This is an optimization exercise on Yosys and OpenROAD, whose aim is small area, not a production implementation.
Function was checked by simulation only, so behaviour that the tests miss may differ from the original.
No activity file was given, so power comes from the tool's default toggle rates.

## flow/design.v

```verilog
module mem_write_buffer #(
  parameter int DEPTH       = 4,
  parameter int ADDR_WIDTH  = 32,
  parameter int BLOCK_BITS  = 128,
  parameter int OFFSET_BITS = 4
) (
  input  logic                    clk,
  input  logic                    rst,
  input  logic                    mem_req,
  input  logic                    mem_rw,
  input  logic [ADDR_WIDTH-1:0]   mem_addr,
  input  logic [BLOCK_BITS-1:0]   mem_wdata,
  output logic                    mem_ready,
  output logic                    mem_resp,
  output logic [BLOCK_BITS-1:0]   mem_rdata,
  output logic                    mm_req,
  output logic                    mm_rw,
  output logic [ADDR_WIDTH-1:0]   mm_addr,
  output logic [BLOCK_BITS-1:0]   mm_wdata,
  input  logic                    mm_ready,
  input  logic                    mm_resp,
  input  logic [BLOCK_BITS-1:0]   mm_rdata,
  output logic [$clog2(DEPTH):0]  wb_count
);
  localparam int PW = $clog2(DEPTH);
  localparam int CW = PW + 1;
  logic [ADDR_WIDTH-1:0] ent_addr [DEPTH];
  logic [BLOCK_BITS-1:0] ent_data [DEPTH];
  logic [PW-1:0] head;
  logic [CW-1:0] count;
  logic          rd_pend;
  logic          waiting;      
  logic [DEPTH-1:0] rsel;      
  logic [PW-1:0]    tail;
  logic [DEPTH-1:0] head_oh, tail_oh, msel;
  logic [DEPTH-1:0] co_vec;
  logic             head_match, co, hit;
  logic             idle, accept, acc_wr, acc_rd, rd_miss, push, pop, rd_done;
  logic [BLOCK_BITS-1:0] wsrc;
  assign tail      = head + count[PW-1:0];
  assign wb_count  = count;
  assign mem_ready = !count[PW] && !rd_pend && !mem_resp;
  assign accept  = mem_req && mem_ready;
  assign acc_wr  = accept && mem_rw;
  assign acc_rd  = accept && !mem_rw;
  assign rd_miss = acc_rd && !hit;
  assign push    = acc_wr && !co;
  assign pop     = waiting && mm_rw && mm_resp;
  assign rd_done = waiting && !mm_rw && mm_resp;
  assign idle    = !mm_req && !waiting;
  always_comb begin
    head_match = 1'b0;
    for (int i = 0; i < DEPTH; i++) begin
      logic [PW-1:0] rel;
      logic          eq;
      rel        = PW'(i) - head;
      eq         = ent_addr[i][ADDR_WIDTH-1:OFFSET_BITS] == mem_addr[ADDR_WIDTH-1:OFFSET_BITS];
      head_oh[i] = (rel == '0);
      tail_oh[i] = (PW'(i) == tail);
      co_vec[i]  = eq && (rel != '0) && (CW'(rel) < count);
      if (rel == '0 && count != '0 && eq) head_match = 1'b1;
    end
    co  = |co_vec;
    hit = co || head_match;
    msel = mm_rw ? head_oh : tail_oh;
  end
  assign wsrc = rd_pend ? mm_rdata : mem_wdata;
  always_ff @(posedge clk) begin
    for (int i = 0; i < DEPTH; i++) begin
      if (tail_oh[i] && !count[PW] && !rd_pend)
        ent_addr[i] <= mem_addr;
      if ((tail_oh[i] && !count[PW] && !mem_resp) || (co_vec[i] && acc_wr))
        ent_data[i] <= ~wsrc;    
    end
    if (mem_ready)
      rsel <= co ? co_vec : (head_match ? head_oh : tail_oh);
    if (idle)
      mm_rw <= !(rd_pend || rd_miss);
  end
  always_comb begin
    mem_rdata = '0;
    mm_wdata  = '0;
    mm_addr   = '0;
    for (int i = 0; i < DEPTH; i++) begin
      mem_rdata = mem_rdata | (~ent_data[i] & {BLOCK_BITS{rsel[i]}});
      mm_wdata  = mm_wdata  | (~ent_data[i] & {BLOCK_BITS{head_oh[i]}});
      mm_addr   = mm_addr   | (ent_addr[i] & {ADDR_WIDTH{msel[i]}});
    end
  end
  always_ff @(posedge clk or negedge rst) begin
    if (!rst) begin
      head     <= '0;
      count    <= '0;
      rd_pend  <= 1'b0;
      waiting  <= 1'b0;
      mm_req   <= 1'b0;
      mem_resp <= 1'b0;
    end else begin
      mem_resp <= acc_wr || (acc_rd && hit) || rd_done;
      if (rd_miss)
        rd_pend <= 1'b1;
      else if (rd_done)
        rd_pend <= 1'b0;
      if (pop)
        head <= head + 1'b1;
      if (push && !pop)
        count <= count + 1'b1;
      else if (pop && !push)
        count <= count - 1'b1;
      if (idle) begin
        if (rd_pend || rd_miss || count != '0)
          mm_req <= 1'b1;
      end else if (mm_req) begin
        if (mm_ready) begin
          mm_req  <= 1'b0;
          waiting <= 1'b1;
        end
      end else if (mm_resp) begin
        waiting <= 1'b0;
      end
    end
  end
endmodule
```

## flow/flow/run.sh

```bash
#!/bin/bash
# Standard ORFS layout, except:
#  - synthesis maps with an area-oriented ABC script (flow/my_synth.tcl is
#    synth_recipe.tcl with only the ABC script swapped);
#  - the port buffers are the smallest buffer (buf_1) instead of the one
#    buffer_ports picks by default; repair_design still resizes any that need it;
#  - clock tree: larger sink clusters on one buffer type and no dummy loads.
set -euo pipefail
HERE=$(pwd)
export MY_ABC_SCRIPT="$HERE/flow/abc_area_map.script"
export BUFFER_PORTS_ARGS="-buffer_cell sky130_fd_sc_hd__buf_1"
export CTS_ARGS="-sink_clustering_enable -repair_clock_nets -dont_use_dummy_load -buf_list sky130_fd_sc_hd__clkbuf_16 -sink_clustering_size 30 -sink_clustering_max_diameter 60"
bash standard.sh SYNTH_SCRIPT="$HERE/flow/my_synth.tcl" finish > flow_make.log 2>&1
```

## flow/flow/abc_area_map.script

```
strash
dch -f
amap -m
topo
```

## flow/flow/my_synth.tcl

```tcl
# synth_recipe.tcl (the standard synthesis) with one change: the final technology
# mapping uses the area-oriented ABC script in abc_area_map.script (named by
# MY_ABC_SCRIPT) instead of ORFS's delay-oriented abc_speed.script. Registers,
# flattening and renaming are exactly as in the standard synthesis.
proc synth {args} { yosys synth -nofsm -noshare {*}$args }
proc abc {args} {
  set i [lsearch -exact $args -script]
  if { $i >= 0 } { set args [lreplace $args [expr {$i+1}] [expr {$i+1}] $::env(MY_ABC_SCRIPT)] }
  puts "MY_ABC: using [lindex $args [expr {$i+1}]]"
  yosys abc {*}$args
}
source $::env(SCRIPTS_DIR)/synth.tcl
# left out here: clear keep_hierarchy, flatten, clean up, hide names made inside functions, write 1_2_yosys.v
```

## flow/standard.sh

```bash
#!/bin/bash
# synth_recipe.tcl (not shown) runs the flow's synth.tcl, then flattens the netlist and writes it again
# the make line also repeats each setting of config.mk as NAME=value (left out here)
make -C /OpenROAD-flow-scripts/flow DESIGN_CONFIG=/design/flow/config.mk WORK_HOME=/design/flow/orfs CLKGATE_MAP_FILE= SYNTH_SCRIPT=/design/flow/synth_recipe.tcl "${@:-finish}"
```

## flow/config.mk

```make
export PLATFORM = sky130hd
export DESIGN_NAME = mem_write_buffer
export DESIGN_NICKNAME = mem_write_buffer
export VERILOG_FILES = /design/flow/design.v
export SDC_FILE = /design/flow/constraint.sdc
export NUM_CORES = 4
export LEC_CHECK = 0
export CAP_MARGIN = 0
export CORE_MARGIN = 2
export CORE_UTILIZATION = 60
export SLEW_MARGIN = 0
```

## flow/constraint.sdc

```tcl
create_clock -name core_clock -period 6.0 [get_ports {clk}]
set_input_delay 1.2000 -clock core_clock [delete_from_list [all_inputs] [get_ports {clk}]]
set_output_delay 1.2000 -clock core_clock [all_outputs]
set_load 0.01 [all_outputs]
```

==> impl_results.md, run 1 <==
- Async S/R FF share, synth: 0.01376
- WP data required: 4800 ps
- DR pass1 iterations: 6
- Non-filler cells, final: 3010
- Pre-CTS WS: 1284 ps
- H-tree depth: 2
- R2R cell count: 4
- Slew Limit Headroom: 0.2406
- Metal-1 WL: 32250 microns
- CTS Hold Bufs: 0
- Least-Margin Pin Slew: 1135 ps
- Final Critical Period: 5189 ps
- Root buffer cell: clkbuf_16
- Worst Path Arrival: 3990 ps
- Total Power: 20.81 mW
- WL met2: 40060 microns
- Skew-Pair Late Insertion Delay: 600 ps
- # IOs: 589
- Initial antenna violation count: 9
- FILL cells: 3122
- Overall die area: 47470 sq um
- CP startpoint kind: flip-flop
- Slowest CP cell: o21ai_0
- Pin count of the biggest net entering global routing: 129
- Post-detail-place hpwl: 51260 microns
- Critical path capture point type: output pin
- IO buf count: 588
- Gr usage total: 0.3400
- Resized cells post-CTS: 0
- Final setup margin: 810.9 ps
- 1st-iter DRT viols: 2286
- Drt via density: 6.971
- Syn Area/Cell: 15.71 sq um
- Top sig layer: met5
- Layout area overhead: 16.36%
- Sequential element share of the synthesized area: 0.7138
- Share of cells above drive strength 1: 0.03745
- RSZ-0062 raised after global routing: false
- Post-synth net total: 2054
- Synth top cells by count: edfxtp_1 (645), o221ai_1 (283), o22a_1 (255)
- Die height: 217.9 microns
- Core area: 45280 sq um
- CTS Buffer Depth: 3
- Antenna-violating nets left: 0
- Die width: 217.9 microns
- Setup Skew: 69.20 ps
- Ys Warns: 3
- Placed Cells: 2963
- Synth area leader: edfxtp_1
- Synth top area cells: edfxtp_1 (71%), o221ai_1 (9.0%), o22a_1 (8.1%), o22ai_1 (3.2%), clkinv_1 (1.4%)
- Critical Path Max Stage Delay: 480 ps
- DRC: 0
- Register bit total from synthesis: 654
- CTS Buf Count: 40
- CTS tree: done
- Worst Hold Class: primary input to asynchronous set/reset pin
- Most Frequent Cell on Critical Path: clkinv_1
- Yosys cell types: 27
- Global-route wire length before repair: 121400 microns
- Top FF cell, synth: edfxtp_1
- Routed len/inst: 27.71 microns
- CTS Sinks: 654
- Post-CTS Setup Bufs: 0
- Row count: 78
- Pwr dens: 651.5 nW/um^2
- Fin crit share: 0.8648
- Final hold viol count: 0
- Multi-input logic area: 7587 sq um
- Fin nets: 2712
- Critical path type: flip-flop to output pin
- Count leader, synth: edfxtp_1
- Vias in the first global route: 19.78k
- Synth top area share: 0.7056
- FF+latch area: 19600 sq um
- Post-synth EDFFs: 645
- Routability cong.: 0.8984
- Met3 wire length: 7735 microns
- VDD IR max: 0.0006946 V
- Worst-path clk slew: 90 ps
- Setup violators final: 0
- Final Max Tran Viols: 0
- Worst Path Max Fanout: 32
- Crit-path cells: clkinv_1 > ha_1 > clkinv_1 > o21ai_0 > clkinv_1 > nand2_1 > o21ai_4 > a222oi_1 > o21ai_0 > buf_1
- Cells after synthesis: 1747
- GRT overflow: 0
- P_leak: 9.365 nW
- Max Cap Viol: 0
- Status: no timing/DRC/antenna violations
- Fmax: 192.7 MHz
- Post-Syn Area: 27450 sq um
- Initial Utilization: 0.6062
- Detailed Route WL: 83400 microns
- Vias post-DR: 20.98k
-- placed cells by master (no fill, tap or decap), types with 40 or more instances in the layout --
cell type    n
a21oi_1     42
edfxtp_1   645
clkinv_1    93
o221ai_1   283
o22a_1     255
buf_1      588
o22ai_1    138
o21ai_0     44
nor2_1      87
clkbuf_16   40
-- power by group --
| part | switching, mW | internal [mW] |
|---|---|---|
| logic | 7.00 | 3.02 |
| registers | 0.866 | 7.37 |
| clock network | 1.36 | 1.18 |
-- kinds of logic after synthesis --
| family | count (synthesis) | synth area share |
|---|---|---|
| xor+xnor | 8 | 0.002553 |
| simple gates | 130 | 0.01965 |
| buf+inv | 102 | 0.01395 |
| fa+ha+maj | 13 | 0.006199 |
| flops | 654 | 0.7138 |
| compound gates | 840 | 0.2438 |
-- registers in the layout (all words and copies together), names as in the netlist --
register,flops
ent_addr,128
ent_data,512
mem_resp,1
head,2
rd_pend,1
mm_rw,1
waiting,1
rsel,4
mm_req,1
count,3
-- layer usage --
metal  track usage  up-vias
li1              -     9194
met1        0.4665    10483
met2        0.5383     1150
met3       0.06597      152
met4        0.1422        4
met5             0        -
-- through the flow --
stage / TNS (ps) / util / hold WS, ps / cell area [sq um]
after floorplan: -114140 / - / 544.0 / 27490
after global placement: 0 / 0.6828 / 561.1 / 30920
after detailed placement: 0 / 0.6828 / 571.5 / 30920
after CTS: 0 / 0.7049 / 541.9 / 31920
after global routing: 0 / 0.7052 / 574.2 / 31930
final: 0 / 0.7053 / 554.9 / 31940
-- worst max-delay path, delay by kind of cell (launching register included) --
kind                     cells  cell delay [ps]
AO/OA/AOI/OAI                4             1560
buffers and inverters        4              740
flip-flops                   1              440
adder cells (fa/ha/maj)      1              350
AND/OR/NAND/NOR              1              290
-- final timing paths --
path	startpoint	to	slack, ps
max in group asynchronous	rst	mem_resp	5030
hold / removal	rst	count[1]	550
setup reg to reg	rd_pend	ent_data[3][79]	2180
hold reg to reg	mm_req	waiting	590
min in group core_clock	mm_req	waiting	590
setup / recovery	count[1]	mm_addr[28]	810
-- final cells by class --
class | instances | area share
tap | 600 | 0.02350
clock buffer | 40 | 0.03134
inverter | 102 | 0.01269
timing repair buffer | 616 | 0.08078
multi-input combinational | 991 | 0.2376
antenna | 7 | 0.0005484
sequential | 654 | 0.6136
==> run 2: changes to the inputs <==
--- a/flow/config.mk
+++ b/flow/config.mk
@@ -8,4 +8,4 @@
 export CAP_MARGIN = 0
 export CORE_MARGIN = 2
-export CORE_UTILIZATION = 60
+export CORE_UTILIZATION = 70
 export SLEW_MARGIN = 0
==> run 2 against run 1 <==
Still clean on timing, DRC and antenna. Die area decreased by 14%. Register-to-register slack better by 140 ps. Sequential power barely moved. Clock power shrank 5%. Total power is essentially flat. Critical path depth did not move. Clock skew down 33 ps. Cell count is 2.7% lower. Critical path type unchanged.
==> impl_results.md, run 2 <==
- Status: no timing/DRC/antenna violations
- Post-synth net total: 2054 (unchanged)
- Setup Skew: 36.01 ps (-33.19 ps)
- Worst Path Arrival: 3990 ps (about the same)
- CP top delay family: compound AO/OA/AOI/OAI gates
- GR Layer Usage met3: 0.07530 (+0.009329)
- Leading cell type in the layout, fill and taps excluded: edfxtp_1
- Async S/R FF share, synth: 0.01376 (unchanged)
- Register bit total from synthesis: 654 (unchanged)
- Layout area overhead: 15.66%
- Fmax: 192.6 MHz (about the same)
- Reg with most FFs: ent_data
- Max reg flops: 512 (unchanged)
- Global-route wire length before repair: 123400 microns (+1.7%)
- Bufs and invs on worst path: 4 (unchanged)
- Initial Utilization: 0.7102 (+0.1041)
- Synth area leader: edfxtp_1
- IO buf count: 588 (unchanged)
- Critical path capture point type: output pin
- DRC: 0 (unchanged)
- # IOs: 589 (unchanged)
- Core area: 38650 sq um (-15%)
- Post-detail-place hpwl: 51630 microns (+0.71%)
- Post-CTS Setup Bufs: 0 (unchanged)
- Pwr dens: 655.2 nW/um^2 (+0.56%)
- WP data required: 4800 ps (about the same)
- Met2 Use GR: 0.6408 (+0.1025)
- Share of cells above drive strength 1: 0.03785 (+0.0004004)
- R2R Path Start: ent_addr[0][18]
- Pin count of the biggest net entering global routing: 98 (-24%)
- Routability cong.: 0.9283 (+3.3%)
- Least-Margin Pin Slew: 1158 ps (+22.88 ps)
- P_leak: 9.335 nW (-0.32%)
- Ys Warns: 3 (unchanged)
- Count leader, synth: edfxtp_1
- Post-Syn Area: 27450 sq um (unchanged)
- Synth top cells by count: edfxtp_1 (645), o221ai_1 (283), o22a_1 (255)
- Overall die area: 40810 sq um (-14%)
- GRT overflow: 0 (unchanged)
- FILL cells: 2034 (-35%)
- Resized cells post-CTS: 0 (unchanged)
- Post-synth EDFFs: 645 (unchanged)
- Detailed Route WL: 83800 microns (+0.47%)
- Grt met1 use: 0.5391 (+0.07263)
- Most Frequent Cell on Critical Path: clkinv_1
- Final hold viol count: 0 (unchanged)
- Syn Area/Cell: 15.71 sq um (unchanged)
- 1st-iter DRT viols: 3295 (+44%)
- Drt via density: 7.446 (+6.8%)
- Row count: 72 (-7.7%)
- Critical path type: flip-flop to output pin
- CTS Sinks: 654 (unchanged)
- Placed Cells: 2885 (-2.6%)
- Antenna-violating nets left: 0 (unchanged)
- Pre-CTS WS: 1142 ps (-141.3 ps)
- Worst Hold Class: primary input to asynchronous set/reset pin
- Final Critical Period: 5192 ps (+2.894 ps)
- Most frequent cells in the layout: edfxtp_1 (645), buf_1 (588), o221ai_1 (283)
- Fin nets: 2713 (+0.037%)
- Cells after synthesis: 1747 (unchanged)
- Critical Path Max Stage Delay: 540 ps (+60 ps)
- Yosys cell types: 27 (unchanged)
- Sequential element share of the synthesized area: 0.7138 (unchanged)
- Die width: 202.0 microns (-7.3%)
- Crit-path cells: clkinv_1 > ha_1 > clkinv_1 > o21ai_0 > clkinv_1 > nand2_1 > o21ai_4 > a222oi_1 > o21ai_0 > buf_1
- Largest regs: ent_data (512), ent_addr (128), rsel (4)
- Die height: 202.0 microns (-7.3%)
- Non-filler cells, final: 2928 (-2.7%)
- CP startpoint kind: flip-flop
- R2R cell count: 16 (+12)
- Worst Path Max Fanout: 32 (unchanged)
- Critical path launch point: count[1]
- Final Max Tran Viols: 0 (unchanged)
- CTS Hold Bufs: 0 (unchanged)
- Vias post-DR: 21.80k (+3.9%)
- H-tree depth: 2 (unchanged)
- Worst-path clk slew: 70 ps (-20 ps)
- RSZ-0062 raised after global routing: false
- Setup violators final: 0 (unchanged)
- Top FF cell, synth: edfxtp_1
- Gr usage total: 0.4007 (+0.06069)
- CTS Buffer Depth: 3 (unchanged)
- Final setup margin: 808.0 ps (-2.894 ps)
- DR pass1 iterations: 7 (+1)
- Busiest layer in global routing: met2
- Max Cap Viol: 0 (unchanged)
- Slowest CP cell: o21ai_0
- Root buffer cell: clkbuf_16
- Synth top area share: 0.7056 (unchanged)
- CTS tree: done
- VDD IR max: 0.0005612 V (-19%)
- R2R setup slack: 2320 ps (+140 ps)
- Reg-to-reg endpoint: count[2]
- CTS Buf Count: 37 (-7.5%)
- Synth top area cells: edfxtp_1 (71%), o221ai_1 (9.0%), o22a_1 (8.1%), o22ai_1 (3.2%), clkinv_1 (1.4%)
- Routed len/inst: 28.62 microns (+3.3%)
- Fin crit share: 0.8653 (about the same)
- Slew Limit Headroom: 0.2253 (-0.01531)
- Vias in the first global route: 20.55k (+3.9%)
- Skew-Pair Late Insertion Delay: 580 ps (-20 ps)
- Initial antenna violation count: 6 (-3)
-- run 2: how the worst max path moves through the flow --
stage / to / slack (ps) / depth (start not counted)
floorplan: ent_data[2][0] / -360 / 5
global route: mm_addr[22] / 550 / 10
detailed placement: count[2] / 1140 / 18
global placement: count[2] / 1360 / 17
finish: mm_addr[22] / 810 / 10
CTS: mm_addr[20] / 840 / 10
-- run 2: cell type report --
cell class,instances,area (sq um),share of cell area
multi-input cells,991,7582,0.2388
flip-flops and latches,654,19600,0.6173
inverters,102,405.4,0.01277
well taps,518,648.1,0.02042
diodes,6,15.01,0.0004729
clock buffers,37,925.9,0.02916
repair buffers,620,2572,0.08103
-- run 2: kinds of logic after synthesis --
| kind of cell | synth area share |
|---|---|
| AND/OR/NAND/NOR | 0.01965 |
| flip-flops | 0.7138 |
| adder cells (fa/ha/maj) | 0.006199 |
| buffers and inverters | 0.01395 |
| AO/OA/AOI/OAI | 0.2438 |
| XOR/XNOR | 0.002553 |
-- run 2: per-layer routing --
layer | wire [microns] | part of all wire
met1 | 28600 | 0.34
met2 | 39980 | 0.48
met3 | 10310 | 0.12
met4 | 4907 | 0.059
met5 | 0 | 0
-- run 2: worst register-to-register path, stage by stage (launching register included) --
cell       delay [ps]
edfxtp_1          410
a21oi_1           190
o221ai_1          140
a2111oi_0         550
nand4_1           250
nand4b_1          310
nor2_1            130
o21ai_0           230
nand4_1           350
nor2_1             90
ha_1              200
clkinv_1           80
fa_1              190
nor2_1             60
a211oi_1          250
nor2_1             70
a21oi_1           130
-- run 2: where the power goes --
group	total (mW)	internal, mW	switching [mW]
logic	10.1	3.02	7.08
clock network	2.43	1.10	1.33
registers	8.27	7.37	0.893
-- run 2: stage by stage --
| stage | area, sq um | total power [mW] | hold slack, ps | utilization | setup TNS (ps) |
|---|---|---|---|---|---|
| after floorplan | 27490 | 13.84 | 544.0 | - | -114140 |
| after global placement | 30810 | 17.81 | 559.0 | 0.7971 | 0 |
| after detailed placement | 30810 | 18.10 | 560.5 | 0.7971 | 0 |
| after CTS | 31730 | 20.53 | 563.0 | 0.8211 | 0 |
| after global routing | 31740 | 21.54 | 612.0 | 0.8213 | 0 |
| final | 31750 | 20.80 | 564.8 | 0.8215 | 0 |
==> run 3: changes to the inputs <==
--- a/flow/flow/run.sh
+++ b/flow/flow/run.sh
@@ -10,4 +10,4 @@
 export MY_ABC_SCRIPT="$HERE/flow/abc_area_map.script"
 export BUFFER_PORTS_ARGS="-buffer_cell sky130_fd_sc_hd__buf_1"
-export CTS_ARGS="-sink_clustering_enable -repair_clock_nets -dont_use_dummy_load -buf_list sky130_fd_sc_hd__clkbuf_16 -sink_clustering_size 30 -sink_clustering_max_diameter 60"
+export CTS_ARGS='-sink_clustering_enable -repair_clock_nets -dont_use_dummy_load -buf_list {sky130_fd_sc_hd__clkbuf_4 sky130_fd_sc_hd__clkbuf_8 sky130_fd_sc_hd__clkbuf_16} -sink_clustering_size 24 -sink_clustering_max_diameter 50'
 bash standard.sh SYNTH_SCRIPT="$HERE/flow/my_synth.tcl" finish > flow_make.log 2>&1
==> run 3 against run 2 <==
Total power up 1.4%. Clock skew up 29 ps. Wire length about the same. Largest power group unchanged. Via count about the same. Non-clock buffer count unchanged. Highest routed layer is now met5. Combinational power about the same. Maximum frequency down 2.7%. Utilization up 0.58 points. Register-to-register slack better by 50 ps. Critical endpoint unchanged. Count of clock-buffer cells in the layout up 9. Largest cell class unchanged.
==> impl_results.md, run 3 <==
- # IOs: 589 (unchanged)
- Detailed Route WL: 83770 microns (about the same)
- CTS Buf Count: 46 (+24%)
- R2R Path Start: ent_addr[0][6]
- Share of cells above drive strength 1: 0.04144 (+0.003589)
- CTS Hold Bufs: 0 (unchanged)
- Routed len/inst: 28.53 microns (-0.30%)
- Sequential element share of the synthesized area: 0.7138 (unchanged)
- CTS Sinks: 654 (unchanged)
- Pin count of the biggest net entering global routing: 98 (unchanged)
- Die width: 202.0 microns (unchanged)
- Setup Skew: 65.14 ps (+29.14 ps)
- Global-route wire length before repair: 123500 microns (about the same)
- Leading cell type in the layout, fill and taps excluded: edfxtp_1
- Worst Path Arrival: 4140 ps (+150 ps)
- Final Critical Period: 5336 ps (+144.2 ps)
- Post-synthesis mux area share: 0 (unchanged)
- 1st-iter DRT viols: 3391 (+2.9%)
- Max reg flops: 512 (unchanged)
- Critical path capture point type: output pin
- Pwr dens: 659.6 nW/um^2 (+0.68%)
- DR pass1 iterations: 13 (+6)
- Post-route setup TNS: 0 ps (unchanged)
- Routability cong.: 0.9283 (unchanged)
- RSZ-0062 raised after global routing: false
- Async S/R FF share, synth: 0.01376 (unchanged)
- Critical path type: flip-flop to output pin
- Layout area overhead: 16.47%
- CTS Buffer Depth: 3 (unchanged)
- Most frequent cells in the layout: edfxtp_1 (645), buf_1 (588), o221ai_1 (283)
- R2R cell count: 16 (unchanged)
- Slowest CP cell: o21ai_0
- Vias post-DR: 21.80k (-0.0092%)
- Critical Path Max Stage Delay: 550 ps (about the same)
- Worst-path clk slew: 70 ps (about the same)
- GRT overflow: 0 (unchanged)
- Pre-CTS WS: 1142 ps (unchanged)
- Worst Path Max Fanout: 32 (unchanged)
- Antenna-violating nets left: 0 (unchanged)
- Status: no timing/DRC/antenna violations
- Post-detail-place hpwl: 51630 microns (unchanged)
- Initial antenna violation count: 6 (unchanged)
- Synth area leader: edfxtp_1
- Simple-gate area share of the yosys netlist: 0.01965 (unchanged)
- Fin crit share: 0.8894 (+0.02403)
- Skew-Pair Late Insertion Delay: 610 ps (+30 ps)
- Synth top cells by count: edfxtp_1 (645), o221ai_1 (283), o22a_1 (255)
- Ys Warns: 3 (unchanged)
- WP data required: 4800 ps (about the same)
- Post-synth EDFFs: 645 (unchanged)
- Drt via density: 7.425 (-0.28%)
- Post-synthesis compound-gate area fraction: 0.2438 (unchanged)
- Synth top area share: 0.7056 (unchanged)
- Root buffer cell: clkbuf_16
- P_leak: 9.446 nW (+1.2%)
- VDD IR max: 0.0005070 V (-9.7%)
- DRC: 0 (unchanged)
- Largest family of logic cells by synthesized area: compound AO/OA/AOI/OAI gates
- Cells after synthesis: 1747 (unchanged)
- Core area: 38650 sq um (unchanged)
- Resized cells post-CTS: 0 (unchanged)
- Reg-to-reg endpoint: count[2]
- Overall die area: 40810 sq um (unchanged)
- R2R setup slack: 2370 ps (+50 ps)
- Max Cap Viol: 0 (unchanged)
- Setup violators final: 0 (unchanged)
- Largest regs: ent_data (512), ent_addr (128), rsel (4)
- Count leader, synth: edfxtp_1
- Post-synthesis xor/xnor area fraction: 0.002553 (unchanged)
- Final hold viol count: 0 (unchanged)
- IO buf count: 588 (unchanged)
- Fmax: 187.4 MHz (-2.7%)
- Die height: 202.0 microns (unchanged)
- Slew Limit Headroom: 0.2383 (+0.01298)
- Yosys cell types: 27 (unchanged)
- Least-Margin Pin Slew: 1138 ps (-19.40 ps)
- Gr usage total: 0.4002 (-0.0004647)
- Post-CTS Setup Bufs: 0 (unchanged)
- Reg with most FFs: ent_data
- Final Max Tran Viols: 0 (unchanged)
- Top FF cell, synth: edfxtp_1
- CTS tree: done
- Crit-path cells: clkinv_1 > ha_1 > clkinv_1 > o21ai_0 > clkinv_1 > nand2_1 > o21ai_4 > a222oi_1 > o21ai_0 > buf_1
- Most Frequent Cell on Critical Path: clkinv_1
- Post-synth net total: 2054 (unchanged)
- Worst Hold Class: primary input to asynchronous set/reset pin
- Fin nets: 2722 (+0.33%)
- Initial Utilization: 0.7102 (unchanged)
- Adder-Cell Fraction of Synth Area: 0.006199 (unchanged)
- Syn Area/Cell: 15.71 sq um (unchanged)
- Vias in the first global route: 20.49k (-0.27%)
- Synth top area cells: edfxtp_1 (71%), o221ai_1 (9.0%), o22a_1 (8.1%), o22ai_1 (3.2%), clkinv_1 (1.4%)
- CP startpoint kind: flip-flop
- Final setup margin: 663.9 ps (-144.2 ps)
- Row count: 72 (unchanged)
- H-tree depth: 2 (unchanged)
- Register bit total from synthesis: 654 (unchanged)
- Post-Syn Area: 27450 sq um (unchanged)
[run 3: logic make-up after synthesis]
logic type | count (synthesis)
AOI/OAI and AO/OA | 840
DFF | 654
and+or+nand+nor | 130
adders and majority gates | 13
buffers and inverters | 102
xor gates and xnor gates | 8
[run 3: area by class of cell]
cell class / instances / area [sq um]
diodes: 5 / 12.51
clock buffers: 46 / 1151
fillers: 1984 / 6678
inverters: 102 / 405.4
multi-input cells: 991 / 7582
flip-flops and latches: 654 / 19600
well taps: 518 / 648.1
repair buffers: 620 / 2572
[run 3: worst max-delay path by stage]
stage,start,end,slack (ps),depth (start not counted)
2_1_floorplan,head[0],ent_data[2][0],-360,5
3_3_place_gp,mem_addr[14],count[2],1360,17
3_5_place_dp,mem_addr[18],count[2],1140,18
4_1_cts,count[1],mm_addr[20],800,10
5_1_grt,count[1],mm_addr[22],530,10
6_report,count[1],mm_addr[22],660,10
[run 3: stage by stage]
| stage | utilization | instance area [sq um] | power, mW | hold WS, ps | instances |
|---|---|---|---|---|---|
| floorplan | - | 27490 | 13.84 | 544.0 | 1747 |
| global placement | 0.7971 | 30810 | 17.81 | 559.0 | 2885 |
| detailed placement | 0.7971 | 30810 | 18.10 | 560.5 | 2885 |
| CTS | 0.8269 | 31960 | 20.85 | 535.9 | 2931 |
| global route | 0.8271 | 31960 | 21.84 | 584.6 | 2934 |
| finish | 0.8272 | 31970 | 21.09 | 537.7 | 2936 |
[run 3: critical path: cells and delay by family, from the launching register on]
family                   cells  cell delay [ps]
flip-flops                   1              430
AND/OR/NAND/NOR              1              290
buffers and inverters        4              780
adder cells (fa/ha/maj)      1              350
AO/OA/AOI/OAI                4             1690
[run 3: power by group]
group          internal (mW)  leakage (nW)  switching [mW]
logic                   3.02          2.86            7.06
registers               7.38          6.01           0.895
clock network           1.35         0.567            1.38
[run 3: per-layer routing]
layer | vias up | wire length (microns) | GRT usage | share of wire
li1 | 9226 | - | - | -
met1 | 10488 | 28920 | 0.5430 | 0.35
met2 | 1807 | 40100 | 0.6425 | 0.48
met3 | 276 | 10130 | 0.06917 | 0.12
met4 | 2 | 4612 | 0.1886 | 0.055
met5 | - | 13 | 0 | 0.00016
==> run 4: changes to the inputs <==
--- a/flow/flow/run.sh
+++ b/flow/flow/run.sh
@@ -10,4 +10,4 @@
 export MY_ABC_SCRIPT="$HERE/flow/abc_area_map.script"
 export BUFFER_PORTS_ARGS="-buffer_cell sky130_fd_sc_hd__buf_1"
-export CTS_ARGS='-sink_clustering_enable -repair_clock_nets -dont_use_dummy_load -buf_list {sky130_fd_sc_hd__clkbuf_4 sky130_fd_sc_hd__clkbuf_8 sky130_fd_sc_hd__clkbuf_16} -sink_clustering_size 24 -sink_clustering_max_diameter 50'
+export CTS_ARGS="-sink_clustering_enable -repair_clock_nets -dont_use_dummy_load -buf_list sky130_fd_sc_hd__clkbuf_16 -sink_clustering_size 34 -sink_clustering_max_diameter 65"
 bash standard.sh SYNTH_SCRIPT="$HERE/flow/my_synth.tcl" finish > flow_make.log 2>&1
==> run 4 against run 3 <==
Flip-flop and latch count is the same. Via count shrank 0.38%. Count of clock-buffer cells in the layout fell by 9. Non-clock buffer count stayed put. Utilization down 0.58 points. Combinational power about the same. Hold slack gained 17 ps. First-iteration DRC count is 6.0% lower. Worst setup slack better by 93 ps. Maximum frequency rose by 1.8%. Sequential power about the same. Cell count decreased by 0.27%.
==> impl_results.md, run 4 <==
- Status: no timing/DRC/antenna violations
- Async S/R FF share, synth: 0.01376 (unchanged)
- Synth top area share: 0.7056 (unchanged)
- CTS Buffer Depth: 3 (unchanged)
- Fmax: 190.7 MHz (+1.8%)
- Max Cap Viol: 0 (unchanged)
- Leading cell type in the layout, fill and taps excluded: edfxtp_1
- Overall die area: 40810 sq um (unchanged)
- CTS Hold Bufs: 0 (unchanged)
- Worst Path Max Fanout: 32 (unchanged)
- Synth top area cells: edfxtp_1 (71%), o221ai_1 (9.0%), o22a_1 (8.1%), o22ai_1 (3.2%), clkinv_1 (1.4%)
- IO buf count: 588 (unchanged)
- Final Max Tran Viols: 0 (unchanged)
- Synth area leader: edfxtp_1
- Cells after synthesis: 1747 (unchanged)
- Row count: 72 (unchanged)
- Final Critical Period: 5243 ps (-93.31 ps)
- Drt via density: 7.417 (-0.11%)
- Most frequent cells in the layout: edfxtp_1 (645), buf_1 (588), o221ai_1 (283)
- 1st-iter DRT viols: 3186 (-6.0%)
- Post-Syn Area: 27450 sq um (unchanged)
- Setup violators final: 0 (unchanged)
- Critical path type: flip-flop to output pin
- H-tree depth: 2 (unchanged)
- DR pass1 iterations: 9 (-4)
- Post-synth EDFFs: 645 (unchanged)
- Syn Area/Cell: 15.71 sq um (unchanged)
- P_leak: 9.335 nW (-1.2%)
- Layout area overhead: 15.66%
- Post-CTS Setup Bufs: 0 (unchanged)
- Setup Skew: 41.90 ps (-23.24 ps)
- Critical path capture point type: output pin
- Vias post-DR: 21.72k (-0.38%)
- RSZ-0062 raised after global routing: false
- Design area: 31750 sq um (-0.70%)
- GRT overflow: 0 (unchanged)
- Most Frequent Cell on Critical Path: clkinv_1
- Ys Warns: 3 (unchanged)
- Worst Path Arrival: 4040 ps (-100 ps)
- Post-synth net total: 2054 (unchanged)
- Resized cells post-CTS: 0 (unchanged)
- Initial antenna violation count: 6 (unchanged)
- Gr usage total: 0.3957 (-0.004521)
- Pre-CTS WS: 1142 ps (unchanged)
- Count leader, synth: edfxtp_1
- Die height: 202.0 microns (unchanged)
- WP data required: 4800 ps (about the same)
- Post-detail-place hpwl: 51630 microns (unchanged)
- Fin nets: 2713 (-0.33%)
- Max reg flops: 512 (unchanged)
- Vias in the first global route: 20.46k (-0.14%)
- Sequential element share of the synthesized area: 0.7138 (unchanged)
- FILL cells: 2040 (+2.8%)
- Global-route wire length before repair: 122200 microns (-1.0%)
- Pwr dens: 653.4 nW/um^2 (-0.94%)
- VDD IR max: 0.0005632 V (+11%)
- Pin count of the biggest net entering global routing: 98 (unchanged)
- Yosys cell types: 27 (unchanged)
- # IOs: 589 (unchanged)
- Register bit total from synthesis: 654 (unchanged)
- Skew-Pair Late Insertion Delay: 590 ps (-20 ps)
- Root buffer cell: clkbuf_16
- CP startpoint kind: flip-flop
- Worst-path clk slew: 80 ps (about the same)
- Final setup margin: 757.2 ps (+93.31 ps)
- Fin crit share: 0.8738 (-0.01555)
- Core area: 38650 sq um (unchanged)
- Min Hold Slack: 554.7 ps (+16.98 ps)
- Initial Utilization: 0.7102 (unchanged)
- CTS Buf Count: 37 (-20%)
- Crit-path cells: clkinv_1 > ha_1 > clkinv_1 > o21ai_0 > clkinv_1 > nand2_1 > o21ai_4 > a222oi_1 > o21ai_0 > buf_1
- Critical Path Max Stage Delay: 550 ps (about the same)
- Slowest CP cell: o21ai_0
- Reg with most FFs: ent_data
- Synth top cells by count: edfxtp_1 (645), o221ai_1 (283), o22a_1 (255)
- Slew Limit Headroom: 0.2343 (-0.003960)
- Antenna-violating nets left: 0 (unchanged)
- Total Power: 20.74 mW (-1.6%)
- Detailed Route WL: 82980 microns (-0.95%)
- CTS Sinks: 654 (unchanged)
- Die width: 202.0 microns (unchanged)
- Routability cong.: 0.9283 (unchanged)
- Routed len/inst: 28.34 microns (-0.68%)
- Worst Hold Class: primary input to asynchronous set/reset pin
- Least-Margin Pin Slew: 1144 ps (+5.919 ps)
- DRC: 0 (unchanged)
- Top FF cell, synth: edfxtp_1
- Cell Area, Placed: 30810 sq um (unchanged)
- Share of cells above drive strength 1: 0.03785 (-0.003589)
- Final hold viol count: 0 (unchanged)
- Largest regs: ent_data (512), ent_addr (128), rsel (4)
- CTS tree: done
run 4: metrics by stage:
stage / utilization / TNS (ps) / instances
floorplan: - / -114140 / 1747
global placement: 0.7971 / 0 / 2885
detailed placement: 0.7971 / 0 / 2885
CTS: 0.8211 / 0 / 2922
global route: 0.8213 / 0 / 2925
finish: 0.8215 / 0 / 2928
run 4: path summary, 6_finish.rpt:
path                               end  slack [ps]            from  depth (start not counted)
max                        mm_addr[22]         760        count[1]                         10
min                           mem_resp         550             rst                          1
max reg2reg                   count[2]        2270  ent_addr[0][6]                         16
min reg2reg                    waiting         560          mm_req                          2
max in group asynchronous      rd_pend        5070             rst                          1
min in group core_clock        waiting         560          mm_req                          2
run 4: cell type report:
| type | instances | area (sq um) | share of cell area |
|---|---|---|---|
| multi-input combinational | 991 | 7582 | 0.2388 |
| inverter | 102 | 405.4 | 0.01277 |
| tap | 518 | 648.1 | 0.02042 |
| sequential | 654 | 19600 | 0.6173 |
| clock buffer | 37 | 925.9 | 0.02916 |
| timing repair buffer | 620 | 2572 | 0.08103 |
| antenna | 6 | 15.01 | 0.0004729 |
run 4: kinds of logic after synthesis:
| family | Yosys count | synth area share |
|---|---|---|
| AO/OA/AOI/OAI | 840 | 0.2438 |
| adder cells (fa/ha/maj) | 13 | 0.006199 |
| buffers and inverters | 102 | 0.01395 |
| AND/OR/NAND/NOR | 130 | 0.01965 |
| flip-flops | 654 | 0.7138 |
| XOR/XNOR | 8 | 0.002553 |
run 4: report_power, final:
group          switching (mW)  internal [mW]  leakage [nW]  total, mW
clock network            1.33           1.10         0.456       2.43
logic                    7.04           3.02          2.86       10.1
registers               0.885           7.37          6.01       8.26
run 4: worst max-delay path: cells and delay by family, from the launching register on:
kind / cells / cell delay (ps)
flops: 1 / 430
fa+ha+maj: 1 / 350
simple gates: 1 / 290
buf+inv: 4 / 770
compound gates: 4 / 1620
run 4: per-layer routing:
layer,vias to the layer above,GRT usage,share of wire
met3,266,0.07223,0.12
met5,-,0,0
met2,1752,0.6384,0.48
met1,10511,0.5322,0.34
met4,0,0.1836,0.053
li1,9187,-,-

[port drivers added, routing unchanged]
Ports are ideal in the flow. The routed layouts listed here were re-timed in OpenROAD. Step 1: set_driving_cell puts a clkbuf_16 on clk and a buf_2 on each other input, an assumption about the parent block. Step 2 moves the port delays by t, midway between the first and last clock arrival at a register: inputs arrive t later, outputs are due t later. That takes back most of the time a late clock gives input paths. Slacks: ideal ports / drivers / drivers and shift; pairs: ideal ports / drivers.
run	t (ns)	slack for setup (ns)	hold slack, ns	worst slew at a driven data input, ns	pins driven straight from the clock port
run 1	0.627	0.811 / 0.750 / 1.228	0.555 / 0.587 / 0.587	0.12	1
run 2	0.621	0.808 / 0.752 / 1.030	0.565 / 0.571 / 0.571	0.11	1
run 3	0.633	0.664 / 0.605 / 1.105	0.538 / 0.548 / 0.560	0.11	1
run 4	0.621	0.757 / 0.701 / 0.981	0.555 / 0.563 / 0.565	0.10	1
After both steps setup and hold are still met in every run listed.
